What follows belongs to an exercise in optimizing a design on an open flow for small area and a short achievable clock period; a production flow would make more cautious choices. At most, simulation tests tie the RTL to the original design; equivalence was not proved. Only the layout flow was run in runs 1 and 2; the RTL was not checked for function there. Power figures rest on the tool's default switching activity, not on a simulated workload.

[flow/design.v]
module fifo_flags_top (
  input  logic        clk,
  input  logic        rst_n,
  input  logic        winc,
  input  logic [31:0] wdata,
  input  logic        wclr_err,
  output logic        wfull,
  output logic        walmost_full,
  output logic        woverflow,
  output logic [6:0]  wlevel,
  input  logic        rinc,
  input  logic        rclr_err,
  output logic [31:0] rdata,
  output logic        rempty,
  output logic        ralmost_empty,
  output logic        runderflow,
  output logic [6:0]  rlevel
);
  async_fifo_flags #(
    .WIDTH(32), .DEPTH(64), .SYNC_STAGES(2), .AF_LEVEL(60), .AE_LEVEL(4), .FWFT(0)
  ) u_fifo (
    .wclk(clk), .rclk(clk), .rst_n(rst_n),
    .winc(winc), .wdata(wdata), .wclr_err(wclr_err),
    .wfull(wfull), .walmost_full(walmost_full), .woverflow(woverflow), .wlevel(wlevel),
    .rinc(rinc), .rclr_err(rclr_err), .rdata(rdata), .rempty(rempty),
    .ralmost_empty(ralmost_empty), .runderflow(runderflow), .rlevel(rlevel)
  );
endmodule

package async_fifo_pkg;
  localparam int SYNC_STAGES_MIN = 2;
  localparam int SYNC_STAGES_MAX = 4;
  localparam int PTR_W_MAX       = 32;
  typedef logic [PTR_W_MAX-1:0] ptr_t;
  function automatic logic [PTR_W_MAX-1:0] bin2gray(input logic [PTR_W_MAX-1:0] b);
    bin2gray = b ^ (b >> 1);
  endfunction
  function automatic logic [PTR_W_MAX-1:0] gray2bin(input logic [PTR_W_MAX-1:0] gray);
    logic [PTR_W_MAX-1:0] bin;
    bin = gray;
    for (int i = 1; i < PTR_W_MAX; i++) begin
      bin = bin ^ (gray >> i);
    end
    gray2bin = bin;
  endfunction
endpackage
module gray_ptr_sync #(
  parameter int WIDTH  = 7,
  parameter int STAGES = 2
) (
  input  logic             clk,
  input  logic             rst_n,
  input  logic [WIDTH-1:0] gray_in,
  output logic [WIDTH-1:0] gray_out
);
  logic [STAGES-1:0][WIDTH-1:0] sync_q;
  logic [STAGES-1:0][WIDTH-1:0] sync_d;
  always_comb begin
    sync_d = {sync_q[STAGES-2:0], gray_in};
  end
  always_ff @(posedge clk or negedge rst_n) begin
    if (!rst_n) begin
      sync_q <= '0;
    end else begin
      sync_q <= sync_d;
    end
  end
  assign gray_out = sync_q[STAGES-1];
endmodule
module async_fifo_flags
#(
  parameter int WIDTH       = 32,
  parameter int DEPTH       = 64,
  parameter int SYNC_STAGES = 2,
  parameter int AF_LEVEL    = DEPTH - 4,
  parameter int AE_LEVEL    = 4,
  parameter int FWFT        = 0,
  localparam int ADDR_W     = $clog2(DEPTH)
) (
  input  logic              wclk,
  input  logic              rclk,
  input  logic              rst_n,
  input  logic              winc,
  input  logic [WIDTH-1:0]  wdata,
  input  logic              wclr_err,
  output logic              wfull,
  output logic              walmost_full,
  output logic              woverflow,
  output logic [ADDR_W:0]   wlevel,
  input  logic              rinc,
  input  logic              rclr_err,
  output logic [WIDTH-1:0]  rdata,
  output logic              rempty,
  output logic              ralmost_empty,
  output logic              runderflow,
  output logic [ADDR_W:0]   rlevel
);
  localparam int PTR_W  = ADDR_W + 1;
  localparam int SYNC_N = (SYNC_STAGES < async_fifo_pkg::SYNC_STAGES_MIN) ? async_fifo_pkg::SYNC_STAGES_MIN :
                          (SYNC_STAGES > async_fifo_pkg::SYNC_STAGES_MAX) ? async_fifo_pkg::SYNC_STAGES_MAX : SYNC_STAGES;
  localparam int LAG    = SYNC_N + 1;
  localparam int LO_W   = ADDR_W / 2;
  localparam int HI_W   = ADDR_W - LO_W;
  localparam int LO_N   = 1 << LO_W;
  localparam int HI_N   = 1 << HI_W;
  localparam int LO_COPIES = HI_N;
  logic [1:0] wrst_q, rrst_q;
  logic       wrst_n, rrst_n;
  always_ff @(posedge wclk or negedge rst_n) begin
    if (!rst_n) wrst_q <= 2'b00;
    else        wrst_q <= {wrst_q[0], 1'b1};
  end
  always_ff @(posedge rclk or negedge rst_n) begin
    if (!rst_n) rrst_q <= 2'b00;
    else        rrst_q <= {rrst_q[0], 1'b1};
  end
  assign wrst_n = wrst_q[1];
  assign rrst_n = rrst_q[1];
  logic [WIDTH-1:0] mem [DEPTH];
  logic [ADDR_W-1:0] wptr_q;
  logic [PTR_W-1:0]  wlevel_q, wbase, wbase_p1, wlevel_d;
  logic              wfull_q, wfull_d, waf_q, waf_d, wovf_q, wovf_d, w_accept;
  logic [LAG-1:0]    racc_hist_q;    
  logic              r_accept;
  always_comb begin
    w_accept = winc && !wfull_q;
    wbase    = wlevel_q - PTR_W'(racc_hist_q[LAG-1]);
    wbase_p1 = wbase + PTR_W'(1);
    wlevel_d = w_accept ? wbase_p1 : wbase;
    wfull_d  = w_accept ? (wbase_p1 == PTR_W'(DEPTH))    : (wbase == PTR_W'(DEPTH));
    waf_d    = w_accept ? (wbase_p1 >= PTR_W'(AF_LEVEL)) : (wbase >= PTR_W'(AF_LEVEL));
    wovf_d   = (winc && wfull_q) ? 1'b1 : (wclr_err ? 1'b0 : wovf_q);
  end
  always_ff @(posedge wclk or negedge wrst_n) begin
    if (!wrst_n) begin
      wptr_q      <= '0;
      wlevel_q    <= '0;
      wfull_q     <= 1'b0;
      waf_q       <= 1'b0;
      wovf_q      <= 1'b0;
      racc_hist_q <= '0;
    end else begin
      wptr_q      <= wptr_q + ADDR_W'(w_accept);
      wlevel_q    <= wlevel_d;
      wfull_q     <= wfull_d;
      waf_q       <= waf_d;
      wovf_q      <= wovf_d;
      racc_hist_q <= {racc_hist_q[LAG-2:0], r_accept};
    end
  end
  always_ff @(posedge wclk) begin
    if (w_accept) mem[wptr_q] <= wdata;
  end
  logic [LO_N-1:0]  rlo_q [LO_COPIES];  
  logic [HI_N-1:0]  rhi_q;           
  logic [PTR_W-1:0] rlevel_q, rbase, rbase_m1, rlevel_d;
  logic             rempty_q, rempty_d, rae_q, rae_d, runf_q, runf_d;
  logic [LAG-1:0]   wacc_hist_q;     
  always_comb begin
    r_accept = rinc && !rempty_q;
    rbase    = rlevel_q + PTR_W'(wacc_hist_q[LAG-1]);
    rbase_m1 = rbase - PTR_W'(1);
    rlevel_d = r_accept ? rbase_m1 : rbase;
    rempty_d = r_accept ? (rbase_m1 == '0)                : (rbase == '0);
    rae_d    = r_accept ? (rbase_m1 <= PTR_W'(AE_LEVEL))  : (rbase <= PTR_W'(AE_LEVEL));
    runf_d   = (rinc && rempty_q) ? 1'b1 : (rclr_err ? 1'b0 : runf_q);
  end
  always_ff @(posedge rclk or negedge rrst_n) begin
    if (!rrst_n) begin
      for (int c = 0; c < LO_COPIES; c++) rlo_q[c] <= LO_N'(1);
      rhi_q       <= HI_N'(1);
      rlevel_q    <= '0;
      rempty_q    <= 1'b1;
      rae_q       <= 1'b1;
      runf_q      <= 1'b0;
      wacc_hist_q <= '0;
    end else begin
      if (r_accept) begin
        for (int c = 0; c < LO_COPIES; c++) rlo_q[c] <= {rlo_q[c][LO_N-2:0], rlo_q[c][LO_N-1]};
        if (rlo_q[0][LO_N-1]) rhi_q <= {rhi_q[HI_N-2:0], rhi_q[HI_N-1]};
      end
      rlevel_q    <= rlevel_d;
      rempty_q    <= rempty_d;
      rae_q       <= rae_d;
      runf_q      <= runf_d;
      wacc_hist_q <= {wacc_hist_q[LAG-2:0], w_accept};
    end
  end
  logic [WIDTH-1:0] grp_word [HI_N];
  logic [HI_N-1:0]  rhi_pop;
  logic [WIDTH-1:0] rdata_q, rdata_d;
  always_comb begin
    for (int g = 0; g < HI_N; g++) begin
      grp_word[g] = '0;
      for (int j = 0; j < LO_N; j++) begin
        grp_word[g] = grp_word[g] | (mem[g*LO_N + j] & {WIDTH{rlo_q[g * LO_COPIES / HI_N][j]}});
      end
    end
    rhi_pop = rhi_q & {HI_N{r_accept}};
    rdata_d = rdata_q & {WIDTH{!r_accept}};
    for (int g = 0; g < HI_N; g++) begin
      rdata_d = rdata_d | (grp_word[g] & {WIDTH{rhi_pop[g]}});
    end
  end
  always_ff @(posedge rclk or negedge rrst_n) begin
    if (!rrst_n) rdata_q <= '0;
    else         rdata_q <= rdata_d;
  end
  assign rdata = rdata_q;
  assign wfull         = wfull_q;
  assign walmost_full  = waf_q;
  assign woverflow     = wovf_q;
  assign wlevel        = wlevel_q;
  assign rempty        = rempty_q;
  assign ralmost_empty = rae_q;
  assign runderflow    = runf_q;
  assign rlevel        = rlevel_q;
endmodule
[flow/run.sh]
#!/bin/bash
# synth_recipe.tcl (not shown) runs the flow's synth.tcl, then flattens the netlist and writes it again
# the make line also repeats each setting of config.mk as NAME=value (left out here)
make -C /OpenROAD-flow-scripts/flow DESIGN_CONFIG=/design/flow/config.mk WORK_HOME=/design/flow/orfs CLKGATE_MAP_FILE= SYNTH_SCRIPT=/design/flow/synth_recipe.tcl finish
[flow/config.mk]
export PLATFORM = sky130hd
export DESIGN_NAME = fifo_flags_top
export DESIGN_NICKNAME = fifo_flags_top
export VERILOG_FILES = /design/flow/design.v
export SDC_FILE = /design/flow/constraint.sdc
export NUM_CORES = 4
export LEC_CHECK = 0
export CAP_MARGIN = 20
export CORE_MARGIN = 2
export CORE_UTILIZATION = 60
export CTS_CLUSTER_DIAMETER = 100
export CTS_CLUSTER_SIZE = 30
export PLACE_DENSITY = 0.7
export SETUP_SLACK_MARGIN = 1.75
export SLEW_MARGIN = 20
[flow/constraint.sdc]
create_clock -name core_clock -period 4.0 [get_ports {clk}]
set_input_delay 0.8000 -clock core_clock [delete_from_list [all_inputs] [get_ports {clk}]]
set_output_delay 0.8000 -clock core_clock [all_outputs]
set_load 0.01 [all_outputs]
==> impl_metrics.xml, run 1 <==
<?xml version="1.0" encoding="UTF-8"?>
<metrics>
  <group name="layout">
    <metric name="finalNonFillerCells" unit="">6460</metric>
    <metric name="final_common_cell" unit="">sky130_fd_sc_hd__edfxtp_1</metric>
    <metric name="layout-area-overhead-vs-synth" unit="%">14.00</metric>
    <metric name="drive_gt1_share" unit="%">20.57</metric>
    <metric name="layout_common_cells" unit="">sky130_fd_sc_hd__edfxtp_1, sky130_fd_sc_hd__a22oi_1, sky130_fd_sc_hd__buf_4</metric>
    <metric name="fin_util" unit="%">68.79</metric>
    <metric name="final_net_count" unit="">4676</metric>
  </group>
  <group name="sta">
    <metric name="grt_setup_unrepaired" unit="">true</metric>
    <metric name="fmaxAchievable" unit="MHz">387.5</metric>
    <metric name="tightestPinTransition" unit="ps">1167</metric>
    <metric name="hold_violations" unit="">0</metric>
    <metric name="setup_viol" unit="">0</metric>
    <metric name="clock-skew-final" unit="ps">59.04</metric>
    <metric name="timing_max_transition_violations_final" unit="">0</metric>
    <metric name="setup_tns" unit="ps">0</metric>
    <metric name="layout_min_cycle_time" unit="ps">2581</metric>
    <metric name="layout_worst_path_cycle_share" unit="%">64.52</metric>
    <metric name="post-route-worst-setup-slack" unit="ps">1419</metric>
    <metric name="worst_slew_margin_rel" unit="%">22.22</metric>
  </group>
  <group name="global_routing">
    <metric name="vias_in_the_first_global_route" unit="">42910</metric>
    <metric name="grt_remaining_overflow" unit="">0</metric>
    <metric name="grt_pass1_wl" unit="mm">322.3</metric>
    <metric name="grt_start_max_net_pins" unit="">98</metric>
    <metric name="antenna_found_initial" unit="">14</metric>
    <metric name="grt_usage" unit="%">33.63</metric>
  </group>
  <group name="route">
    <metric name="routed-via-count" unit="">46430</metric>
    <metric name="post-route-drc-count" unit="">0</metric>
    <metric name="avgRoutedWirePerCell" unit="microns">36.01</metric>
    <metric name="route.antenna.remaining_nets" unit="">0</metric>
    <metric name="drt_pass1_iterations" unit="">6</metric>
    <metric name="drt-vias-per-instance" unit="">7.187</metric>
    <metric name="route.final.wire_length" unit="mm">232.6</metric>
    <metric name="first_iter_violations" unit="">7665</metric>
  </group>
  <group name="synth">
    <metric name="post-synth-top-area-fraction" unit="%">77.72</metric>
    <metric name="ys_seq_elements" unit="">2186</metric>
    <metric name="ys_warnings" unit="">3</metric>
    <metric name="yosys.cell_types.count" unit="">59</metric>
    <metric name="count_of_flip_flops_with_a_built_in_enable_after_synthesis" unit="">2048</metric>
    <metric name="postSynth.asyncResetShare" unit="%">6.313</metric>
    <metric name="yosys_most_used_dff" unit="">sky130_fd_sc_hd__edfxtp_1</metric>
    <metric name="syn_area" unit="sq um">79130</metric>
    <metric name="yosys.area.top_type" unit="">sky130_fd_sc_hd__edfxtp_1</metric>
    <metric name="postSynthAreaPerCell" unit="sq um">18.02</metric>
    <metric name="post_synth_inst_count" unit="">4390</metric>
    <metric name="sequential_cell_area_fraction_in_the_yosys_report" unit="%">82.10</metric>
    <metric name="synth_nets" unit="">4438</metric>
    <metric name="synth_area_leaders" unit="">sky130_fd_sc_hd__edfxtp_1, sky130_fd_sc_hd__a22oi_1, sky130_fd_sc_hd__dfrtp_1</metric>
  </group>
  <group name="worst_setup_path">
    <metric name="startpoint_class_of_the_critical_path" unit="">flip-flop</metric>
    <metric name="worstSetupPathType" unit="">flip-flop to flip-flop</metric>
    <metric name="worst_setup_path_end_kind" unit="">flip-flop</metric>
    <metric name="worstReg2RegEnd" unit="">u_fifo.rdata_q[8]$_DFF_PN0_</metric>
    <metric name="r2r_slack" unit="ps">1420</metric>
    <metric name="rr_worst_depth" unit="">7</metric>
    <metric name="r2r_start" unit="">u_fifo.rlo_q[2][5]$_DFFE_PN0P_</metric>
    <metric name="cp_max_fo" unit="">14</metric>
    <metric name="arrival" unit="ps">3200</metric>
    <metric name="critPathRequiredTime" unit="ps">4620</metric>
  </group>
  <group name="floorplan">
    <metric name="die-area" unit="sq um">134800</metric>
    <metric name="placement_rows" unit="">133</metric>
    <metric name="floorplan_die_height" unit="microns">367.2</metric>
    <metric name="floorplan.initialDensity" unit="%">60.34</metric>
    <metric name="floorplan.core_area" unit="sq um">131100</metric>
    <metric name="design.portCount" unit="">90</metric>
    <metric name="fp.dieW" unit="microns">367.2</metric>
  </group>
  <group name="placed_design">
    <metric name="placement.io_buffers" unit="">89</metric>
    <metric name="hpwl" unit="mm">133.8</metric>
    <metric name="gp_congestion" unit="">0.9623</metric>
    <metric name="numPlacedInstances" unit="">6139</metric>
    <metric name="detailedPlace.worstSlack" unit="ps">509.6</metric>
  </group>
  <group name="power">
    <metric name="leakage_component_of_the_power" unit="nW">27.93</metric>
    <metric name="net-switching-power" unit="W">0.009221</metric>
    <metric name="cell_internal_pwr" unit="W">0.03111</metric>
    <metric name="pwr-share-comb" unit="%">7.7</metric>
    <metric name="total_power" unit="W">0.04033</metric>
    <metric name="pwr-share-clk" unit="%">27.2</metric>
    <metric name="power_density" unit="nW/um^2">447.1</metric>
    <metric name="vdd_ir_drop_max" unit="V">0.0003478</metric>
    <metric name="switching_share" unit="%">22.86</metric>
    <metric name="sequentialPowerShare" unit="%">65.1</metric>
  </group>
  <group name="job">
    <metric name="drv_cap" unit="">0</metric>
  </group>
  <group name="clock_tree">
    <metric name="h-tree-depth" unit="">3</metric>
    <metric name="clock_path_buffers" unit="">3</metric>
    <metric name="clock_tree_from_tritoncts" unit="">yes</metric>
    <metric name="cts_num_sinks" unit="">2186</metric>
    <metric name="cts_buffers" unit="">84</metric>
    <metric name="clk_pin_slew_worst_paths" unit="ps">120</metric>
    <metric name="clkLatencyLatePin" unit="ps">740</metric>
    <metric name="clock_tree.root_cell" unit="">sky130_fd_sc_hd__clkbuf_16</metric>
  </group>
  <group name="outcome">
    <metric name="outcome" unit="">timing/DRC/antenna clean</metric>
  </group>
  <group name="worst_hold_path">
    <metric name="worst_hold_path_type" unit="">primary input to async pin</metric>
  </group>
</metrics>
==> state kept, by name, indices dropped and copies added, names as in the netlist, 3 cells and up <==
signal and count:
u_fifo.rlevel_q 7, u_fifo.wlevel_q 7, u_fifo.wptr_q 6, u_fifo.rhi_q 8
u_fifo.racc_hist_q 3, u_fifo.mem 2048, u_fifo.wacc_hist_q 3, u_fifo.rdata_q 32
u_fifo.rlo_q 64
==> through the flow <==
stage | area (sq um) | hold slack [ps]
floorplan | 79550 | 331.2
global placement | 83590 | 333.8
detailed placement | 83600 | 335.8
CTS | 88790 | 244.8
global route | 90190 | 280.0
finish | 90200 | 270.9
==> power by group through the flow <==
stage	clock network, W	registers, W	logic, W
3_3_place_gp	0	0.0268	0.00259
3_5_place_dp	0	0.0268	0.00264
5_1_grt	0.0117	0.0263	0.00327
6_report	0.0110	0.0262	0.00311
2_1_floorplan	0	0.0267	0.00137
4_1_cts	0.0110	0.0262	0.00295
==> critical path, cell delays in order (launching register included) <==
cell and delay, ps:
sky130_fd_sc_hd__dfrtp_4 590, sky130_fd_sc_hd__buf_4 250, sky130_fd_sc_hd__a22o_1 220, sky130_fd_sc_hd__a221oi_1 340
sky130_fd_sc_hd__a31oi_1 220, sky130_fd_sc_hd__a21oi_1 390, sky130_fd_sc_hd__nand3_1 180, sky130_fd_sc_hd__a211o_1 270
==> synthesized netlist by cell type (2+ instances only) <==
library cell	instances
sky130_fd_sc_hd__a221oi_1	157
sky130_fd_sc_hd__mux2_1	8
sky130_fd_sc_hd__buf_1	13
sky130_fd_sc_hd__nor3_2	2
sky130_fd_sc_hd__dfstp_2	11
sky130_fd_sc_hd__ha_1	10
sky130_fd_sc_hd__nand2b_1	6
sky130_fd_sc_hd__a211o_1	31
sky130_fd_sc_hd__or3b_2	2
sky130_fd_sc_hd__edfxtp_1	2048
sky130_fd_sc_hd__a22oi_1	769
sky130_fd_sc_hd__dfrtp_1	127
sky130_fd_sc_hd__nor2b_1	9
sky130_fd_sc_hd__and2_1	6
sky130_fd_sc_hd__a221oi_2	3
sky130_fd_sc_hd__a22o_1	129
sky130_fd_sc_hd__clkbuf_1	273
sky130_fd_sc_hd__nand3_1	47
sky130_fd_sc_hd__a31oi_1	130
sky130_fd_sc_hd__o21ai_0	8
sky130_fd_sc_hd__nor2_1	73
sky130_fd_sc_hd__nor3_1	6
sky130_fd_sc_hd__buf_4	2
sky130_fd_sc_hd__inv_1	10
sky130_fd_sc_hd__xnor2_1	16
sky130_fd_sc_hd__buf_2	32
sky130_fd_sc_hd__nand2_1	217
sky130_fd_sc_hd__nor4_1	2
sky130_fd_sc_hd__nand3b_1	3
sky130_fd_sc_hd__a21oi_1	66
sky130_fd_sc_hd__nand4_1	132
sky130_fd_sc_hd__o21ai_1	4
sky130_fd_sc_hd__xor2_1	12
==> worst max-delay path by stage <==
stage                                    from                           end  slack [ps]  cells after the start
3_5_place_dp                             rinc   u_fifo.rdata_q[8]$_DFF_PN0_         510                      9
2_1_floorplan                            winc   u_fifo.mem[15][0]$_DFFE_PP_        1090                      5
5_1_grt        u_fifo.rlo_q[2][5]$_DFFE_PN0P_   u_fifo.rdata_q[8]$_DFF_PN0_        1470                      7
3_3_place_gp                             rinc  u_fifo.rdata_q[21]$_DFF_PN0_         430                      8
6_report       u_fifo.rlo_q[2][5]$_DFFE_PN0P_   u_fifo.rdata_q[8]$_DFF_PN0_        1420                      7
4_1_cts             u_fifo.rempty_q$_DFF_PN1_   u_fifo.rdata_q[8]$_DFF_PN0_        1540                      7
==> metal layers <==
layer | wire length (microns) | track usage [%] | vias to the layer above
li1 | - | - | 18620
met1 | 85590 | 49.00 | 23860
met3 | 30950 | 7.277 | 414
met5 | 12 | 0 | -
met2 | 105100 | 50.01 | 3533
met4 | 10990 | 14.04 | 2
==> repair_timing <==
action / in CTS / in global routing
buffers inserted: 101 / 36
gates cloned: 8 / 13
setup endpoints to repair: 2125 / 849
gates resized for setup: 572 / 149
pin swaps: 61 / 104
hold buffers: 0 / 0
==> cells by family after synthesis <==
| group | after synthesis | share of synthesized area [%] |
|---|---|---|
| flip-flops | 2186 | 82.10 |
| buffers and inverters | 332 | 1.644 |
| adder cells (fa/ha/maj) | 10 | 0.1581 |
| AO/OA/AOI/OAI | 1307 | 12.49 |
| other | 1 | 0.004739 |
| multiplexers | 10 | 0.1455 |
| XOR/XNOR | 29 | 0.3305 |
| AND/OR/NAND/NOR | 515 | 3.124 |
==> final cells by class <==
class / instances / area [sq um]
flip-flops and latches: 2186 / 65190
inverters: 11 / 53.80
clock buffers: 150 / 2414
repair buffers: 472 / 5100
clock inverters: 8 / 146.4
fillers: 8272 / 40930
repair inverters: 1 / 8.758
well taps: 1755 / 2196
diodes: 5 / 12.51
multi-input cells: 1872 / 15090
==> run 2, diff against run 1 <==
--- a/flow/design.v
+++ b/flow/design.v
@@ -117,18 +117,55 @@
   assign wrst_n = wrst_q[1];
   assign rrst_n = rrst_q[1];
   logic [WIDTH-1:0] mem [DEPTH];
+  function automatic logic ge_c(input logic [PTR_W-1:0] q, input int k);
+    logic gt, eq;
+    if (k <= 0) begin
+      ge_c = 1'b1;
+    end else if (k >= (1 << PTR_W)) begin
+      ge_c = 1'b0;
+    end else begin
+      gt = 1'b0;
+      eq = 1'b1;
+      for (int i = PTR_W - 1; i >= 0; i--) begin
+        if (((k >> i) & 1) == 1) begin
+          eq = eq & q[i];
+        end else begin
+          gt = gt | (eq & q[i]);
+          eq = eq & !q[i];
+        end
+      end
+      ge_c = gt | eq;
+    end
+  endfunction
+  localparam logic [PTR_W-1:0] LVL_MAX = '1;
   logic [ADDR_W-1:0] wptr_q;
-  logic [PTR_W-1:0]  wlevel_q, wbase, wbase_p1, wlevel_d;
+  logic [PTR_W-1:0]  wlevel_q, wlevel_d;
   logic              wfull_q, wfull_d, waf_q, waf_d, wovf_q, wovf_d, w_accept;
   logic [LAG-1:0]    racc_hist_q;    
-  logic              r_accept;
-  always_comb begin
-    w_accept = winc && !wfull_q;
-    wbase    = wlevel_q - PTR_W'(racc_hist_q[LAG-1]);
-    wbase_p1 = wbase + PTR_W'(1);
-    wlevel_d = w_accept ? wbase_p1 : wbase;
-    wfull_d  = w_accept ? (wbase_p1 == PTR_W'(DEPTH))    : (wbase == PTR_W'(DEPTH));
-    waf_d    = w_accept ? (wbase_p1 >= PTR_W'(AF_LEVEL)) : (wbase >= PTR_W'(AF_LEVEL));
+  logic              r_accept, w_pop_seen;
+  logic              wfull_dn, wfull_st, wfull_up, waf_dn, waf_st, waf_up;
+  always_comb begin
+    w_accept   = winc && !wfull_q;
+    w_pop_seen = racc_hist_q[LAG-1];
+    wfull_dn   = (wlevel_q == PTR_W'(DEPTH + 1));
+    wfull_st   = (wlevel_q == PTR_W'(DEPTH));
+    wfull_up   = (wlevel_q == PTR_W'(DEPTH - 1));
+    waf_dn     = ge_c(wlevel_q, AF_LEVEL + 1) || (wlevel_q == '0);
+    waf_st     = ge_c(wlevel_q, AF_LEVEL);
+    waf_up     = ge_c(wlevel_q, AF_LEVEL - 1) && (wlevel_q != LVL_MAX);
+    if (w_accept == w_pop_seen) begin
+      wlevel_d = wlevel_q;
+      wfull_d  = wfull_st;
+      waf_d    = waf_st;
+    end else if (w_accept) begin
+      wlevel_d = wlevel_q + PTR_W'(1);
+      wfull_d  = wfull_up;
+      waf_d    = waf_up;
+    end else begin
+      wlevel_d = wlevel_q - PTR_W'(1);
+      wfull_d  = wfull_dn;
+      waf_d    = waf_dn;
+    end
     wovf_d   = (winc && wfull_q) ? 1'b1 : (wclr_err ? 1'b0 : wovf_q);
   end
   always_ff @(posedge wclk or negedge wrst_n) begin
@@ -153,16 +190,33 @@
   end
   logic [LO_N-1:0]  rlo_q [LO_COPIES];  
   logic [HI_N-1:0]  rhi_q;           
-  logic [PTR_W-1:0] rlevel_q, rbase, rbase_m1, rlevel_d;
+  logic [PTR_W-1:0] rlevel_q, rlevel_d;
   logic             rempty_q, rempty_d, rae_q, rae_d, runf_q, runf_d;
   logic [LAG-1:0]   wacc_hist_q;     
-  always_comb begin
-    r_accept = rinc && !rempty_q;
-    rbase    = rlevel_q + PTR_W'(wacc_hist_q[LAG-1]);
-    rbase_m1 = rbase - PTR_W'(1);
-    rlevel_d = r_accept ? rbase_m1 : rbase;
-    rempty_d = r_accept ? (rbase_m1 == '0)                : (rbase == '0);
-    rae_d    = r_accept ? (rbase_m1 <= PTR_W'(AE_LEVEL))  : (rbase <= PTR_W'(AE_LEVEL));
+  logic             r_push_seen;
+  logic             rempty_dn, rempty_st, rempty_up, rae_dn, rae_st, rae_up;
+  always_comb begin
+    r_accept    = rinc && !rempty_q;
+    r_push_seen = wacc_hist_q[LAG-1];
+    rempty_dn   = (rlevel_q == PTR_W'(1));
+    rempty_st   = (rlevel_q == '0);
+    rempty_up   = (rlevel_q == LVL_MAX);
+    rae_dn      = !rempty_st && !ge_c(rlevel_q, AE_LEVEL + 2);
+    rae_st      = !ge_c(rlevel_q, AE_LEVEL + 1);
+    rae_up      = !ge_c(rlevel_q, AE_LEVEL) || rempty_up;
+    if (r_accept == r_push_seen) begin
+      rlevel_d = rlevel_q;
+      rempty_d = rempty_st;
+      rae_d    = rae_st;
+    end else if (r_push_seen) begin
+      rlevel_d = rlevel_q + PTR_W'(1);
+      rempty_d = rempty_up;
+      rae_d    = rae_up;
+    end else begin
+      rlevel_d = rlevel_q - PTR_W'(1);
+      rempty_d = rempty_dn;
+      rae_d    = rae_dn;
+    end
     runf_d   = (rinc && rempty_q) ? 1'b1 : (rclr_err ? 1'b0 : runf_q);
   end
   always_ff @(posedge rclk or negedge rrst_n) begin
@@ -187,26 +241,32 @@
     end
   end
   logic [WIDTH-1:0] grp_word [HI_N];
-  logic [HI_N-1:0]  rhi_pop;
-  logic [WIDTH-1:0] rdata_q, rdata_d;
+  logic [WIDTH-1:0] head_word;
   always_comb begin
     for (int g = 0; g < HI_N; g++) begin
       grp_word[g] = '0;
       for (int j = 0; j < LO_N; j++) begin
-        grp_word[g] = grp_word[g] | (mem[g*LO_N + j] & {WIDTH{rlo_q[g * LO_COPIES / HI_N][j]}});
-      end
-    end
-    rhi_pop = rhi_q & {HI_N{r_accept}};
-    rdata_d = rdata_q & {WIDTH{!r_accept}};
+        for (int b = 0; b < WIDTH; b++)
+          grp_word[g][b] = grp_word[g][b] | (mem[g*LO_N + j][b] & rlo_q[b * LO_COPIES / WIDTH][j]);
+      end
+    end
+    head_word = '0;
     for (int g = 0; g < HI_N; g++) begin
-      rdata_d = rdata_d | (grp_word[g] & {WIDTH{rhi_pop[g]}});
-    end
-  end
-  always_ff @(posedge rclk or negedge rrst_n) begin
-    if (!rrst_n) rdata_q <= '0;
-    else         rdata_q <= rdata_d;
-  end
-  assign rdata = rdata_q;
+      head_word = head_word | (grp_word[g] & {WIDTH{rhi_q[g]}});
+    end
+  end
+  generate
+    if (FWFT != 0) begin : g_fwft
+      assign rdata = rempty_q ? '0 : head_word;
+    end else begin : g_reg
+      logic [WIDTH-1:0] rdata_q;
+      always_ff @(posedge rclk or negedge rrst_n) begin
+        if (!rrst_n)       rdata_q <= '0;
+        else if (r_accept) rdata_q <= head_word;
+      end
+      assign rdata = rdata_q;
+    end
+  endgenerate
   assign wfull         = wfull_q;
   assign walmost_full  = waf_q;
   assign woverflow     = wovf_q;
==> run 2 against run 1 <==
Effect of this change: via count grew 2.2%; synthesized area grew 1.2%; sequential power is essentially flat; critical path depth shrank 1; die area grew 1.2%; power shrank 1.9%; clock-buffer cell count shrank 1; clock skew shrank 34 ps; critical path type unchanged.
==> impl_metrics.xml, run 2 <==
<?xml version="1.0" encoding="UTF-8"?>
<metrics>
  <group name="synth">
    <metric name="synth.area.mux_share" unit="%">0.1515</metric>
    <metric name="ys_warnings" unit="">3</metric>
    <metric name="yosys.area.top_type" unit="">sky130_fd_sc_hd__edfxtp_1</metric>
    <metric name="synth_most_common_cell" unit="">sky130_fd_sc_hd__edfxtp_1</metric>
    <metric name="post_synth_inst_count" unit="">4408</metric>
    <metric name="synth_top_family_by_area" unit="">compound AO/OA/AOI/OAI gates</metric>
    <metric name="post-synth-top-area-fraction" unit="%">76.76</metric>
    <metric name="postSynthAreaPerCell" unit="sq um">18.18</metric>
    <metric name="yosys_most_used_dff" unit="">sky130_fd_sc_hd__edfxtp_1</metric>
    <metric name="syn_area" unit="sq um">80120</metric>
    <metric name="yosys.cell_types.count" unit="">45</metric>
    <metric name="synth_xor_area_share" unit="%">0.1749</metric>
    <metric name="synthSimpleGateAreaFrac" unit="%">3.750</metric>
    <metric name="synth_compound_area_share" unit="%">11.67</metric>
    <metric name="ys_seq_elements" unit="">2186</metric>
    <metric name="synth_area_leaders" unit="">sky130_fd_sc_hd__edfxtp_1, sky130_fd_sc_hd__a22oi_1, sky130_fd_sc_hd__dfrtp_1</metric>
    <metric name="postSynth.asyncResetShare" unit="%">6.313</metric>
    <metric name="synth_commonest_cells" unit="">sky130_fd_sc_hd__edfxtp_1, sky130_fd_sc_hd__a22oi_1, sky130_fd_sc_hd__nand4_1</metric>
    <metric name="sequential_cell_area_fraction_in_the_yosys_report" unit="%">81.09</metric>
    <metric name="synth-adder-area-share" unit="%">0.2124</metric>
    <metric name="count_of_flip_flops_with_a_built_in_enable_after_synthesis" unit="">2048</metric>
    <metric name="synth_nets" unit="">4459</metric>
  </group>
  <group name="outcome">
    <metric name="outcome" unit="">timing/DRC/antenna clean</metric>
  </group>
  <group name="global_routing">
    <metric name="grtUsageMet1" unit="%">50.52</metric>
    <metric name="gr-max-usage-layer" unit="">met2</metric>
    <metric name="vias_in_the_first_global_route" unit="">43680</metric>
    <metric name="grt_usage" unit="%">34.94</metric>
    <metric name="antenna_found_initial" unit="">8</metric>
    <metric name="use_met2" unit="%">52.48</metric>
    <metric name="grt_pass1_wl" unit="mm">332.8</metric>
    <metric name="grt.met3_usage" unit="%">9.352</metric>
    <metric name="grt_start_max_net_pins" unit="">65</metric>
    <metric name="grt_remaining_overflow" unit="">0</metric>
  </group>
  <group name="layout">
    <metric name="final_net_count" unit="">4722</metric>
    <metric name="layout_common_cells" unit="">sky130_fd_sc_hd__edfxtp_1, sky130_fd_sc_hd__a22oi_1, sky130_fd_sc_hd__buf_4</metric>
    <metric name="reg_top3" unit="">u_fifo.mem (2048), u_fifo.rlo_q (64), u_fifo.g_reg.rdata_q (32)</metric>
    <metric name="fin_util" unit="%">66.68</metric>
    <metric name="finalNonFillerCells" unit="">6509</metric>
    <metric name="drive_gt1_share" unit="%">16.94</metric>
    <metric name="final_common_cell" unit="">sky130_fd_sc_hd__edfxtp_1</metric>
    <metric name="multi_input_combinational_cell_area" unit="sq um">13860</metric>
    <metric name="final.fill_count" unit="">8697</metric>
    <metric name="max_flop_register" unit="">u_fifo.mem</metric>
    <metric name="layout-area-overhead-vs-synth" unit="%">10.65</metric>
    <metric name="register_area" unit="sq um">65190</metric>
    <metric name="max_ffs_per_register" unit="">2048</metric>
  </group>
  <group name="sta">
    <metric name="setup_viol" unit="">0</metric>
    <metric name="worst_slew_margin_rel" unit="%">25.41</metric>
    <metric name="layout_min_cycle_time" unit="ps">2415</metric>
    <metric name="clock-skew-final" unit="ps">25.10</metric>
    <metric name="tightestPinTransition" unit="ps">1119</metric>
    <metric name="setup_tns" unit="ps">0</metric>
    <metric name="grt_setup_unrepaired" unit="">true</metric>
    <metric name="hold_violations" unit="">0</metric>
    <metric name="hold_slack" unit="ps">198.7</metric>
    <metric name="layout_worst_path_cycle_share" unit="%">60.37</metric>
    <metric name="timing_max_transition_violations_final" unit="">0</metric>
    <metric name="fmaxAchievable" unit="MHz">414.1</metric>
  </group>
  <group name="route">
    <metric name="routed-via-count" unit="">47470</metric>
    <metric name="post-route-drc-count" unit="">0</metric>
    <metric name="route.final.wire_length" unit="mm">245.6</metric>
    <metric name="drt_pass1_iterations" unit="">6</metric>
    <metric name="first_iter_violations" unit="">8856</metric>
    <metric name="drt-vias-per-instance" unit="">7.293</metric>
    <metric name="avgRoutedWirePerCell" unit="microns">37.73</metric>
    <metric name="route.antenna.remaining_nets" unit="">0</metric>
  </group>
  <group name="worst_setup_path">
    <metric name="cpMostUsedCell" unit="">sky130_fd_sc_hd__a22oi_1</metric>
    <metric name="critPathTopFamily" unit="">compound AO/OA/AOI/OAI gates</metric>
    <metric name="worst-path-buf-inv" unit="">1</metric>
    <metric name="worst_setup_path_end_kind" unit="">flip-flop</metric>
    <metric name="worstSetupPathType" unit="">flip-flop to flip-flop</metric>
    <metric name="cp_max_fo" unit="">6</metric>
    <metric name="slowest_delay" unit="ps">630</metric>
    <metric name="crit_path_cell_trace" unit="">buf_12 &gt; a22oi_1 &gt; nand4_1 &gt; a22oi_1 &gt; a41oi_1 &gt; a21o_1</metric>
    <metric name="arrival" unit="ps">3080</metric>
    <metric name="startpoint_class_of_the_critical_path" unit="">flip-flop</metric>
    <metric name="critical_path.slowest_cell" unit="">sky130_fd_sc_hd__dfrtp_4</metric>
    <metric name="critPathRequiredTime" unit="ps">4670</metric>
  </group>
  <group name="power">
    <metric name="vdd_ir_drop_max" unit="V">0.0004632</metric>
    <metric name="pwr-share-comb" unit="%">6.5</metric>
    <metric name="leakage_component_of_the_power" unit="nW">27.66</metric>
    <metric name="net-switching-power" unit="W">0.008827</metric>
    <metric name="total_power" unit="W">0.03956</metric>
    <metric name="power_density" unit="nW/um^2">446.3</metric>
    <metric name="pwr-share-clk" unit="%">27.3</metric>
    <metric name="cell_internal_pwr" unit="W">0.03074</metric>
    <metric name="switching_share" unit="%">22.31</metric>
    <metric name="sequentialPowerShare" unit="%">66.2</metric>
  </group>
  <group name="clock_tree">
    <metric name="clock_tree_from_tritoncts" unit="">yes</metric>
    <metric name="cts_num_sinks" unit="">2186</metric>
    <metric name="cts_buffers" unit="">83</metric>
    <metric name="clk_pin_slew_worst_paths" unit="ps">110</metric>
    <metric name="h-tree-depth" unit="">3</metric>
    <metric name="clock_path_buffers" unit="">3</metric>
    <metric name="clock_tree.root_cell" unit="">sky130_fd_sc_hd__clkbuf_16</metric>
    <metric name="cts_hold_repair.buffers" unit="">0</metric>
    <metric name="clkLatencyLatePin" unit="ps">760</metric>
  </group>
  <group name="floorplan">
    <metric name="floorplan.initialDensity" unit="%">60.26</metric>
    <metric name="floorplan_die_height" unit="microns">369.4</metric>
    <metric name="fp.dieW" unit="microns">369.4</metric>
    <metric name="floorplan.core_area" unit="sq um">133000</metric>
    <metric name="design.portCount" unit="">90</metric>
    <metric name="die-area" unit="sq um">136500</metric>
    <metric name="placement_rows" unit="">134</metric>
  </group>
  <group name="placed_design">
    <metric name="placement.io_buffers" unit="">89</metric>
    <metric name="hpwl" unit="mm">141.2</metric>
    <metric name="gp_congestion" unit="">0.8988</metric>
    <metric name="numPlacedInstances" unit="">6212</metric>
  </group>
  <group name="worst_hold_path">
    <metric name="worst_hold_path_type" unit="">primary input to async pin</metric>
  </group>
  <group name="job">
    <metric name="drv_cap" unit="">0</metric>
  </group>
</metrics>
==> run 2: cell types whose count changed after synthesis, sizes merged, moves of 128 or more <==
| cell | delta |
|---|---|
| nand4 | +128 |
| buf | +235 |
| clkbuf | -230 |
| a221oi | -160 |
| a22oi | +383 |
| a22o | -128 |
==> run 2: path summary, 6_finish.rpt <==
| check | startpoint | endpoint | slack [ps] | cells past startpoint |
|---|---|---|---|---|
| min reg2reg | u_fifo.wacc_hist_q[1]$_DFF_PN0_ | u_fifo.wacc_hist_q[2]$_DFF_PN0_ | 360 | 0 |
| max in group asynchronous | u_fifo.rrst_q[1]$_DFF_PN0_ | u_fifo.rlo_q[2][7]$_DFFE_PN0P_ | 2400 | 1 |
| max | u_fifo.rlo_q[1][1]$_DFFE_PN0P_ | u_fifo.g_reg.rdata_q[4]$_DFFE_PN0P_ | 1590 | 6 |
| min in group core_clock | u_fifo.wacc_hist_q[1]$_DFF_PN0_ | u_fifo.wacc_hist_q[2]$_DFF_PN0_ | 360 | 0 |
| min | rst_n | u_fifo.rrst_q[0]$_DFF_PN0_ | 200 | 1 |
| max reg2reg | u_fifo.rlo_q[1][1]$_DFFE_PN0P_ | u_fifo.g_reg.rdata_q[4]$_DFFE_PN0P_ | 1590 | 6 |
==> run 2: area by class of cell <==
class	instances	area share, %
sequential	2186	73.54
multi-input combinational	1886	15.63
timing repair buffer	503	5.499
clock buffer	149	2.718
tap	1768	2.495
clock inverter	5	0.05787
inverter	11	0.05787
antenna	1	0.002823
==> run 2: cells by family (layout without fill, tap and decap cells) <==
kind of cell | after synthesis | count (layout)
AOI/OAI and AO/OA | 1248 | 1248
xor gates and xnor gates | 16 | 16
adders and majority gates | 13 | 13
buffers and inverters | 337 | 668
DFF | 2186 | 2186
muxes | 11 | 11
other | 1 | 2
and+or+nand+nor | 596 | 597
==> run 2: worst register-to-register path, delay by kind of cell, from the launching register on <==
| family | cells | cell delay [ps] |
|---|---|---|
| and+or+nand+nor | 1 | 200 |
| AOI/OAI and AO/OA | 4 | 1290 |
| DFF | 1 | 630 |
| buffers and inverters | 1 | 210 |
==> run 2: per-stage QoR <==
stage          worst slack (ps)  cell area (sq um)
2_1_floorplan              1152              80340
3_3_place_gp              537.9              83650
3_5_place_dp              561.0              83650
4_1_cts                    1562              87510
5_1_grt                    1612              88650
6_report                   1585              88650
==> run 2: timing repair <==
| item | 4_1_cts | 5_1_grt |
|---|---|---|
| gates resized for setup | 280 | 89 |
| endpoints found under the setup margin | 1403 | 622 |
| pin swaps | 19 | 37 |
| gates cloned | 0 | 2 |
| setup buffers | 80 | 60 |
==> run 2: power by group through the flow <==
stage,clock network (W),logic (W),registers (W)
final,0.0108,0.00259,0.0262
after global routing,0.0115,0.00272,0.0262
after detailed placement,0,0.00230,0.0268
after floorplan,0,0.00102,0.0266
after CTS,0.0108,0.00253,0.0262
after global placement,0,0.00226,0.0267
==> run 2: per-layer routing <==
metal | share of wire [%] | routed length [microns]
met5 | 0.030 | 74
met4 | 3.7 | 9144
met3 | 16 | 38320
met2 | 45 | 110500
met1 | 36 | 87510
==> run 3, diff against run 2 <==
--- a/flow/design.v
+++ b/flow/design.v
@@ -103,7 +103,7 @@
   localparam int HI_W   = ADDR_W - LO_W;
   localparam int LO_N   = 1 << LO_W;
   localparam int HI_N   = 1 << HI_W;
-  localparam int LO_COPIES = HI_N;
+  localparam int LO_COPIES = (WIDTH >= 32) ? WIDTH / 2 : WIDTH;
   logic [1:0] wrst_q, rrst_q;
   logic       wrst_n, rrst_n;
   always_ff @(posedge wclk or negedge rst_n) begin
==> run 3 against run 2 <==
Effect of this change: worst setup slack better by 110 ps; worst hold slack improved by 14 ps; clock skew rose by 17 ps; die area is 2.7% higher; largest power group unchanged; highest routed layer unchanged; critical path depth down 5.
==> impl_metrics.xml, run 3 <==
<?xml version="1.0" encoding="UTF-8"?>
<metrics>
  <group name="clock_tree">
    <metric name="clk_pin_slew_worst_paths" unit="ps">120</metric>
    <metric name="h-tree-depth" unit="">3</metric>
    <metric name="clock_tree_from_tritoncts" unit="">yes</metric>
    <metric name="clock_tree.root_cell" unit="">sky130_fd_sc_hd__clkbuf_16</metric>
    <metric name="clock_path_buffers" unit="">3</metric>
    <metric name="cts_buffers" unit="">86</metric>
    <metric name="clkLatencyLatePin" unit="ps">760</metric>
    <metric name="cts_num_sinks" unit="">2250</metric>
  </group>
  <group name="synth">
    <metric name="post-synth-top-area-fraction" unit="%">74.72</metric>
    <metric name="syn_area" unit="sq um">82310</metric>
    <metric name="synth_nets" unit="">4734</metric>
    <metric name="count_of_flip_flops_with_a_built_in_enable_after_synthesis" unit="">2048</metric>
    <metric name="yosys.area.top_type" unit="">sky130_fd_sc_hd__edfxtp_1</metric>
    <metric name="synth_commonest_cells" unit="">sky130_fd_sc_hd__edfxtp_1, sky130_fd_sc_hd__a22oi_1, sky130_fd_sc_hd__nand2_1</metric>
    <metric name="postSynthAreaPerCell" unit="sq um">17.58</metric>
    <metric name="ys_warnings" unit="">3</metric>
    <metric name="yosys_most_used_dff" unit="">sky130_fd_sc_hd__edfxtp_1</metric>
    <metric name="post_synth_inst_count" unit="">4683</metric>
    <metric name="yosys.cell_types.count" unit="">44</metric>
    <metric name="postSynth.asyncResetShare" unit="%">8.978</metric>
    <metric name="synth_area_leaders" unit="">sky130_fd_sc_hd__edfxtp_1, sky130_fd_sc_hd__a22oi_1, sky130_fd_sc_hd__dfrtp_1</metric>
    <metric name="synth_most_common_cell" unit="">sky130_fd_sc_hd__edfxtp_1</metric>
    <metric name="ys_seq_elements" unit="">2250</metric>
    <metric name="sequential_cell_area_fraction_in_the_yosys_report" unit="%">80.89</metric>
  </group>
  <group name="floorplan">
    <metric name="floorplan_die_height" unit="microns">374.4</metric>
    <metric name="floorplan.initialDensity" unit="%">60.61</metric>
    <metric name="die-area" unit="sq um">140200</metric>
    <metric name="design.portCount" unit="">90</metric>
    <metric name="placement_rows" unit="">135</metric>
    <metric name="floorplan.core_area" unit="sq um">135800</metric>
    <metric name="fp.dieW" unit="microns">374.4</metric>
  </group>
  <group name="worst_setup_path">
    <metric name="crit_path_cell_trace" unit="">clkbuf_2</metric>
    <metric name="slowest_delay" unit="ps">550</metric>
    <metric name="cp_max_fo" unit="">2</metric>
    <metric name="critical_path.slowest_cell" unit="">sky130_fd_sc_hd__dfrtp_2</metric>
    <metric name="r2r_slack" unit="ps">1720</metric>
    <metric name="worst-path-buf-inv" unit="">1</metric>
    <metric name="worstSetupPathType" unit="">flip-flop to output port</metric>
    <metric name="worst_setup_path_end_kind" unit="">output port</metric>
    <metric name="critPathRequiredTime" unit="ps">3200</metric>
    <metric name="arrival" unit="ps">1500</metric>
    <metric name="startpoint_class_of_the_critical_path" unit="">flip-flop</metric>
    <metric name="critPathTopFamily" unit="">flip-flops</metric>
  </group>
  <group name="layout">
    <metric name="final_net_count" unit="">4834</metric>
    <metric name="max_ffs_per_register" unit="">2048</metric>
    <metric name="fin_util" unit="%">65.79</metric>
    <metric name="reg_top3" unit="">u_fifo.mem (2048), u_fifo.rlo_q (128), u_fifo.g_reg.rdata_q (32)</metric>
    <metric name="layout-area-overhead-vs-synth" unit="%">8.541</metric>
    <metric name="drive_gt1_share" unit="%">13.65</metric>
    <metric name="final_common_cell" unit="">sky130_fd_sc_hd__edfxtp_1</metric>
    <metric name="layout_common_cells" unit="">sky130_fd_sc_hd__edfxtp_1, sky130_fd_sc_hd__a22oi_1, sky130_fd_sc_hd__nand2_1</metric>
    <metric name="final.fill_count" unit="">9081</metric>
    <metric name="max_flop_register" unit="">u_fifo.mem</metric>
    <metric name="finalNonFillerCells" unit="">6639</metric>
  </group>
  <group name="sta">
    <metric name="timing_max_transition_violations_final" unit="">0</metric>
    <metric name="clock-skew-final" unit="ps">42.43</metric>
    <metric name="setup_tns" unit="ps">0</metric>
    <metric name="layout_worst_path_cycle_share" unit="%">57.58</metric>
    <metric name="hold_violations" unit="">0</metric>
    <metric name="tightestPinTransition" unit="ps">998.7</metric>
    <metric name="setup_viol" unit="">0</metric>
    <metric name="layout_min_cycle_time" unit="ps">2303</metric>
    <metric name="grt_setup_unrepaired" unit="">true</metric>
    <metric name="fmaxAchievable" unit="MHz">434.2</metric>
    <metric name="worst_slew_margin_rel" unit="%">33.42</metric>
  </group>
  <group name="global_routing">
    <metric name="antenna_found_initial" unit="">4</metric>
    <metric name="grt_usage" unit="%">35.86</metric>
    <metric name="grt.met3_usage" unit="%">8.532</metric>
    <metric name="grt_pass1_wl" unit="mm">351.9</metric>
    <metric name="grt_start_max_net_pins" unit="">111</metric>
    <metric name="gr-max-usage-layer" unit="">met2</metric>
    <metric name="grtUsageMet1" unit="%">50.15</metric>
    <metric name="grt_remaining_overflow" unit="">0</metric>
    <metric name="vias_in_the_first_global_route" unit="">46210</metric>
    <metric name="use_met2" unit="%">54.08</metric>
  </group>
  <group name="route">
    <metric name="route.antenna.remaining_nets" unit="">0</metric>
    <metric name="route.final.wire_length" unit="mm">253.5</metric>
    <metric name="avgRoutedWirePerCell" unit="microns">38.19</metric>
    <metric name="drt-vias-per-instance" unit="">7.363</metric>
    <metric name="post-route-drc-count" unit="">0</metric>
    <metric name="routed-via-count" unit="">48880</metric>
    <metric name="drt_pass1_iterations" unit="">6</metric>
    <metric name="first_iter_violations" unit="">9299</metric>
  </group>
  <group name="placed_design">
    <metric name="placement.io_buffers" unit="">89</metric>
    <metric name="numPlacedInstances" unit="">6426</metric>
    <metric name="hpwl" unit="mm">149.4</metric>
    <metric name="gp_congestion" unit="">0.9086</metric>
  </group>
  <group name="outcome">
    <metric name="outcome" unit="">timing/DRC/antenna clean</metric>
  </group>
  <group name="power">
    <metric name="leakage_component_of_the_power" unit="nW">28.18</metric>
    <metric name="vdd_ir_drop_max" unit="V">0.0004688</metric>
    <metric name="power_density" unit="nW/um^2">456.0</metric>
  </group>
  <group name="worst_hold_path">
    <metric name="worst_hold_path_type" unit="">primary input to async pin</metric>
  </group>
  <group name="job">
    <metric name="drv_cap" unit="">0</metric>
  </group>
</metrics>
==> run 3: worst reg2reg max path, stage by stage (launching register included) <==
cell and delay [ps]:
sky130_fd_sc_hd__dfrtp_1 670, sky130_fd_sc_hd__buf_4 340, sky130_fd_sc_hd__a22oi_1 180, sky130_fd_sc_hd__nand4_1 180, sky130_fd_sc_hd__a22oi_1 430, sky130_fd_sc_hd__a41oi_1 180
sky130_fd_sc_hd__a21o_1 190
==> run 3: logic make-up (layout without fill, tap and decap cells) <==
family	count (synthesis)	count (layout)	share of synthesized area, %
simple gates	790	790	4.598
compound gates	1249	1249	11.37
other cells	1	3	0.004556
flops	2250	2250	80.89
xor+xnor	16	16	0.1703
mux	9	9	0.1231
buf+inv	355	528	2.642
fa+ha+maj	13	13	0.2067
==> run 3: layer usage <==
| metal | routed length (microns) | up-vias |
|---|---|---|
| met1 | 88430 | 24620 |
| met3 | 36260 | 736 |
| met5 | 13 | - |
| met2 | 114700 | 4325 |
| met4 | 14180 | 2 |
| li1 | - | 19200 |
==> run 3: power breakdown <==
group | switching [W] | internal [W] | total [W]
Clock | 0.00686 | 0.00432 | 0.0112
Combinational | 0.00199 | 0.000734 | 0.00272
Sequential | 0.000336 | 0.0265 | 0.0268
==> run 3: worst paths after layout <==
check | cells past startpoint | startpoint | to
max in group asynchronous | 1 | u_fifo.rrst_q[1]$_DFF_PN0_ | u_fifo.rlo_q[1][3]$_DFFE_PN0P_
min in group core_clock | 0 | u_fifo.wacc_hist_q[1]$_DFF_PN0_ | u_fifo.wacc_hist_q[2]$_DFF_PN0_
setup reg to reg | 6 | u_fifo.rlo_q[6][4]$_DFFE_PN0P_ | u_fifo.g_reg.rdata_q[13]$_DFFE_PN0P_
hold reg to reg | 0 | u_fifo.wacc_hist_q[1]$_DFF_PN0_ | u_fifo.wacc_hist_q[2]$_DFF_PN0_
hold / removal | 1 | rst_n | u_fifo.rrst_q[1]$_DFF_PN0_
setup / recovery | 1 | u_fifo.g_reg.rdata_q[29]$_DFFE_PN0P_ | rdata[29]
==> run 3: layout make-up <==
| type | instances | area [sq um] | share of cell area, % |
|---|---|---|---|
| Multi-Input combinational cell | 2078 | 14270 | 15.97 |
| Clock buffer | 154 | 2471 | 2.766 |
| Tap cell | 1781 | 2228 | 2.494 |
| Inverter | 10 | 50.05 | 0.05602 |
| Timing Repair Buffer | 357 | 3476 | 3.891 |
| Antenna cell | 2 | 5.005 | 0.005602 |
| Sequential cell | 2250 | 66730 | 74.69 |
| Clock inverter | 7 | 115.1 | 0.1288 |
==> run 3: per-stage QoR <==
step | worst slack [ps] | area [sq um] | power [W] | hold slack [ps]
global placement | 644.7 | 85760 | 0.02976 | 333.1
CTS | 1549 | 88920 | 0.04066 | 184.9
detailed placement | 683.7 | 85790 | 0.02982 | 335.5
floorplan | 781.6 | 82420 | 0.02835 | 331.2
finish | 1697 | 89340 | 0.04074 | 212.7
global route | 1689 | 89340 | 0.04164 | 200.9
==> run 3: repair_timing <==
item / in CTS / in global routing
setup buffers: 34 / 11
hold endpoints to repair: 0 / 0
setup endpoints to repair: 1739 / 792
hold buffers: 0 / 0
cloned: 1 / 3
gates resized for setup: 290 / 85
pin swaps: 7 / 6
==> run 4, diff against run 3 <==
--- a/flow/config.mk
+++ b/flow/config.mk
@@ -7,9 +7,9 @@
 export LEC_CHECK = 0
 export CAP_MARGIN = 20
 export CORE_MARGIN = 2
-export CORE_UTILIZATION = 60
+export CORE_UTILIZATION = 65
 export CTS_CLUSTER_DIAMETER = 100
 export CTS_CLUSTER_SIZE = 30
-export PLACE_DENSITY = 0.7
-export SETUP_SLACK_MARGIN = 1.75
+export PLACE_DENSITY = 0.75
+export SETUP_SLACK_MARGIN = 1.85
 export SLEW_MARGIN = 20
==> run 4 against run 3 <==
Effect of this change: maximum frequency is 1.7% higher; register-to-register slack about the same; clock-buffer cell count down 1; critical path depth rose by 5; final cell count down 0.51%; synthesized cell count unchanged; sequential power is essentially flat; core utilization up 6.2 points; clock power barely moved; still clean; first-iteration DRC count decreased by 2.1%; wire length is 1.6% lower; largest power group unchanged; highest routed layer unchanged.
==> impl_metrics.xml, run 4 <==
<?xml version="1.0" encoding="UTF-8"?>
<metrics>
  <group name="route">
    <metric name="first_iter_violations" unit="">9106</metric>
    <metric name="highest_layer" unit="">met5</metric>
    <metric name="route.met2.wl" unit="mm">111.9</metric>
    <metric name="routedLengthMet1" unit="mm">83.04</metric>
    <metric name="post-route-drc-count" unit="">0</metric>
    <metric name="avgRoutedWirePerCell" unit="microns">37.76</metric>
    <metric name="route.antenna.remaining_nets" unit="">0</metric>
    <metric name="route.final.wire_length" unit="mm">249.4</metric>
    <metric name="drt-vias-per-instance" unit="">7.527</metric>
    <metric name="routed-via-count" unit="">49720</metric>
    <metric name="wl_met3" unit="mm">37.57</metric>
    <metric name="drt_pass1_iterations" unit="">9</metric>
  </group>
  <group name="worst_setup_path">
    <metric name="critPathTopFamily" unit="">compound AO/OA/AOI/OAI gates</metric>
    <metric name="worst-path-buf-inv" unit="">1</metric>
    <metric name="startpoint_class_of_the_critical_path" unit="">flip-flop</metric>
    <metric name="crit_path_cell_trace" unit="">buf_8 &gt; a22oi_1 &gt; nand4_1 &gt; a22oi_1 &gt; a41oi_1 &gt; a21o_1</metric>
    <metric name="cpMostUsedCell" unit="">sky130_fd_sc_hd__a22oi_1</metric>
    <metric name="cp_max_fo" unit="">12</metric>
    <metric name="worstSetupPathType" unit="">flip-flop to flip-flop</metric>
    <metric name="arrival" unit="ps">2890</metric>
    <metric name="slowest_delay" unit="ps">450</metric>
    <metric name="worst_setup_path_end_kind" unit="">flip-flop</metric>
    <metric name="critical_path.slowest_cell" unit="">sky130_fd_sc_hd__dfrtp_2</metric>
    <metric name="critPathRequiredTime" unit="ps">4630</metric>
  </group>
  <group name="layout">
    <metric name="layout_common_cells" unit="">sky130_fd_sc_hd__edfxtp_1, sky130_fd_sc_hd__a22oi_1, sky130_fd_sc_hd__nand2_1</metric>
    <metric name="drive_gt1_share" unit="%">16.32</metric>
    <metric name="register_area" unit="sq um">66850</metric>
    <metric name="fin_area" unit="sq um">90390</metric>
    <metric name="final_net_count" unit="">4931</metric>
    <metric name="max_ffs_per_register" unit="">2048</metric>
    <metric name="final_common_cell" unit="">sky130_fd_sc_hd__edfxtp_1</metric>
    <metric name="reg_top3" unit="">u_fifo.mem (2048), u_fifo.rlo_q (128), u_fifo.g_reg.rdata_q (32)</metric>
    <metric name="multi_input_combinational_cell_area" unit="sq um">14520</metric>
    <metric name="layout-area-overhead-vs-synth" unit="%">9.812</metric>
    <metric name="max_flop_register" unit="">u_fifo.mem</metric>
    <metric name="final.fill_count" unit="">7340</metric>
    <metric name="finalNonFillerCells" unit="">6605</metric>
  </group>
  <group name="synth">
    <metric name="yosys.cell_types.count" unit="">44</metric>
    <metric name="sequential_cell_area_fraction_in_the_yosys_report" unit="%">80.89</metric>
    <metric name="post-synth-top-area-fraction" unit="%">74.72</metric>
    <metric name="postSynth.asyncResetShare" unit="%">8.978</metric>
    <metric name="syn_area" unit="sq um">82310</metric>
    <metric name="ys_seq_elements" unit="">2250</metric>
    <metric name="synth_nets" unit="">4734</metric>
    <metric name="count_of_flip_flops_with_a_built_in_enable_after_synthesis" unit="">2048</metric>
    <metric name="yosys_most_used_dff" unit="">sky130_fd_sc_hd__edfxtp_1</metric>
    <metric name="postSynthAreaPerCell" unit="sq um">17.58</metric>
    <metric name="post_synth_inst_count" unit="">4683</metric>
    <metric name="synth_most_common_cell" unit="">sky130_fd_sc_hd__edfxtp_1</metric>
    <metric name="synth_commonest_cells" unit="">sky130_fd_sc_hd__edfxtp_1, sky130_fd_sc_hd__a22oi_1, sky130_fd_sc_hd__nand2_1</metric>
    <metric name="ys_warnings" unit="">3</metric>
    <metric name="yosys.area.top_type" unit="">sky130_fd_sc_hd__edfxtp_1</metric>
    <metric name="synth_area_leaders" unit="">sky130_fd_sc_hd__edfxtp_1, sky130_fd_sc_hd__a22oi_1, sky130_fd_sc_hd__dfrtp_1</metric>
  </group>
  <group name="global_routing">
    <metric name="grt_pass1_wl" unit="mm">344.6</metric>
    <metric name="grt_remaining_overflow" unit="">0</metric>
    <metric name="grt_start_max_net_pins" unit="">84</metric>
    <metric name="antenna_found_initial" unit="">2</metric>
    <metric name="grt_usage" unit="%">37.87</metric>
    <metric name="vias_in_the_first_global_route" unit="">46990</metric>
  </group>
  <group name="floorplan">
    <metric name="design.portCount" unit="">90</metric>
    <metric name="fp.dieW" unit="microns">359.9</metric>
    <metric name="floorplan.core_area" unit="sq um">125600</metric>
    <metric name="placement_rows" unit="">130</metric>
    <metric name="floorplan.initialDensity" unit="%">65.55</metric>
    <metric name="die-area" unit="sq um">129500</metric>
    <metric name="floorplan_die_height" unit="microns">359.9</metric>
  </group>
  <group name="sta">
    <metric name="hold_slack" unit="ps">243.5</metric>
    <metric name="setup_tns" unit="ps">0</metric>
    <metric name="tightestPinTransition" unit="ps">996.0</metric>
    <metric name="clock-skew-final" unit="ps">48.14</metric>
    <metric name="timing_max_transition_violations_final" unit="">0</metric>
    <metric name="hold_violations" unit="">0</metric>
    <metric name="post-route-worst-setup-slack" unit="ps">1735</metric>
    <metric name="layout_worst_path_cycle_share" unit="%">56.63</metric>
    <metric name="layout_min_cycle_time" unit="ps">2265</metric>
    <metric name="fmaxAchievable" unit="MHz">441.4</metric>
    <metric name="grt_setup_unrepaired" unit="">true</metric>
    <metric name="worst_slew_margin_rel" unit="%">33.60</metric>
    <metric name="setup_viol" unit="">0</metric>
  </group>
  <group name="clock_tree">
    <metric name="h-tree-depth" unit="">3</metric>
    <metric name="clock_tree_from_tritoncts" unit="">yes</metric>
    <metric name="clock_path_buffers" unit="">3</metric>
    <metric name="cts_buffers" unit="">85</metric>
    <metric name="clk_pin_slew_worst_paths" unit="ps">110</metric>
    <metric name="cts_hold_repair.buffers" unit="">0</metric>
    <metric name="cts_num_sinks" unit="">2250</metric>
    <metric name="clkLatencyLatePin" unit="ps">760</metric>
    <metric name="clock_tree.root_cell" unit="">sky130_fd_sc_hd__clkbuf_16</metric>
  </group>
  <group name="placed_design">
    <metric name="placement.cell_area" unit="sq um">85570</metric>
    <metric name="gp_congestion" unit="">0.9219</metric>
    <metric name="hpwl" unit="mm">142.7</metric>
    <metric name="placement.io_buffers" unit="">89</metric>
    <metric name="detailedPlace.worstSlack" unit="ps">550.0</metric>
    <metric name="numPlacedInstances" unit="">6301</metric>
  </group>
  <group name="power">
    <metric name="power_density" unit="nW/um^2">451.8</metric>
    <metric name="vdd_ir_drop_max" unit="V">0.0004206</metric>
    <metric name="leakage_component_of_the_power" unit="nW">28.77</metric>
  </group>
  <group name="worst_hold_path">
    <metric name="worst_hold_path_type" unit="">primary input to async pin</metric>
  </group>
  <group name="outcome">
    <metric name="outcome" unit="">timing/DRC/antenna clean</metric>
  </group>
  <group name="job">
    <metric name="drv_cap" unit="">0</metric>
  </group>
</metrics>
==> run 4: cell counts after synthesis <==
No cell type changed its count.
==> run 4: logic make-up after synthesis <==
logic type               after synthesis  share of synthesized area [%]
other                                  1                       0.004556
AND/OR/NAND/NOR                      790                          4.598
flip-flops                          2250                          80.89
adder cells (fa/ha/maj)               13                         0.2067
buffers and inverters                355                          2.642
XOR/XNOR                              16                         0.1703
AO/OA/AOI/OAI                       1249                          11.37
multiplexers                           9                         0.1231
==> run 4: worst paths after layout <==
path / start / end / slack, ps / cells past startpoint
max in group asynchronous: u_fifo.rrst_q[1]$_DFF_PN0_ / u_fifo.rlo_q[14][5]$_DFFE_PN0P_ / 2750 / 1
min: rst_n / u_fifo.rrst_q[1]$_DFF_PN0_ / 240 / 1
max: u_fifo.rlo_q[6][3]$_DFFE_PN0P_ / u_fifo.g_reg.rdata_q[12]$_DFFE_PN0P_ / 1730 / 6
min reg2reg: u_fifo.rrst_q[1]$_DFF_PN0_ / u_fifo.rlo_q[12][3]$_DFFE_PN0P_ / 260 / 0
max reg2reg: u_fifo.rlo_q[6][3]$_DFFE_PN0P_ / u_fifo.g_reg.rdata_q[12]$_DFFE_PN0P_ / 1730 / 6
min in group core_clock: u_fifo.rrst_q[0]$_DFF_PN0_ / u_fifo.rrst_q[1]$_DFF_PN0_ / 360 / 0
==> run 4: layer usage <==
layer | vias up | track usage (%)
met1 | 24690 | 51.05
met3 | 879 | 9.840
li1 | 19390 | -
met2 | 4752 | 57.35
met5 | - | 0.3330
met4 | 4 | 20.65
==> run 4: what timing repair did <==
item / CTS / global route
buffers inserted: 82 / 53
gates cloned: 3 / 4
pin swaps: 27 / 38
setup endpoints to repair: 2122 / 1220
gates resized for setup: 442 / 135
==> run 4: area by class of cell <==
class / count / share of cell area [%]
repair buffers: 454 / 4.830
flip-flops and latches: 2250 / 73.96
clock buffers: 153 / 2.706
diodes: 3 / 0.008306
multi-input cells: 2079 / 16.06
clock inverters: 6 / 0.08859
well taps: 1650 / 2.284
inverters: 10 / 0.06091
==> run 4: where the power goes <==
| part | switching (W) | internal (W) |
|---|---|---|
| registers | 0.000311 | 0.0265 |
| logic | 0.00213 | 0.000911 |
| clock network | 0.00673 | 0.00426 |
==> run 4: worst register-to-register path, stage by stage (launching register included) <==
cell and delay (ps):
sky130_fd_sc_hd__dfrtp_2 450, sky130_fd_sc_hd__buf_8 190, sky130_fd_sc_hd__a22oi_1 360, sky130_fd_sc_hd__nand4_1 410
sky130_fd_sc_hd__a22oi_1 310, sky130_fd_sc_hd__a41oi_1 220, sky130_fd_sc_hd__a21o_1 200
==> run 4: per-stage QoR <==
stage	total power [W]	utilization [%]
5_1_grt	0.04173	71.97
4_1_cts	0.04049	71.08
2_1_floorplan	0.02835	-
6_report	0.04084	71.98
3_5_place_dp	0.02977	68.14
3_3_place_gp	0.02969	68.14

## afterwards: timing with drivers on the ports
No port has a modelled driver above. Below, the same layouts with a new extraction and two added sets of constraints. Step 1 assumes that a clkbuf_16 drives the clock port and a buf_2 every other input. Step 2, shift: input delay + t, output delay - t, t = (earliest + latest rising clock arrival at the registers) / 2. This alone moves slack from input paths to output paths. a / b / c = ideal ports / drivers / drivers and shift; a / b = the first two.
run | shift t [ns] | slack for setup (ns) | latest minus earliest clock arrival (ns) | worst data-port slew with drivers (ns) | cell pins on the clock port's net
run 1 | 0.799 | 1.419 / 1.419 / 0.805 | 0.065 / 0.065 | 0.11 | 1
run 2 | 0.821 | 1.585 / 1.585 / 1.214 | 0.033 / 0.034 | 0.17 | 1
run 3 | 0.825 | 1.697 / 1.614 / 1.012 | 0.055 / 0.054 | 0.16 | 1
run 4 | 0.812 | 1.735 / 1.704 / 1.118 | 0.050 / 0.050 | 0.07 | 1
After both steps setup and hold are still met in every run listed. The setup slack of run 3, which loses most, moves by -0.083 ns with the drivers and by -0.685 ns with both steps.
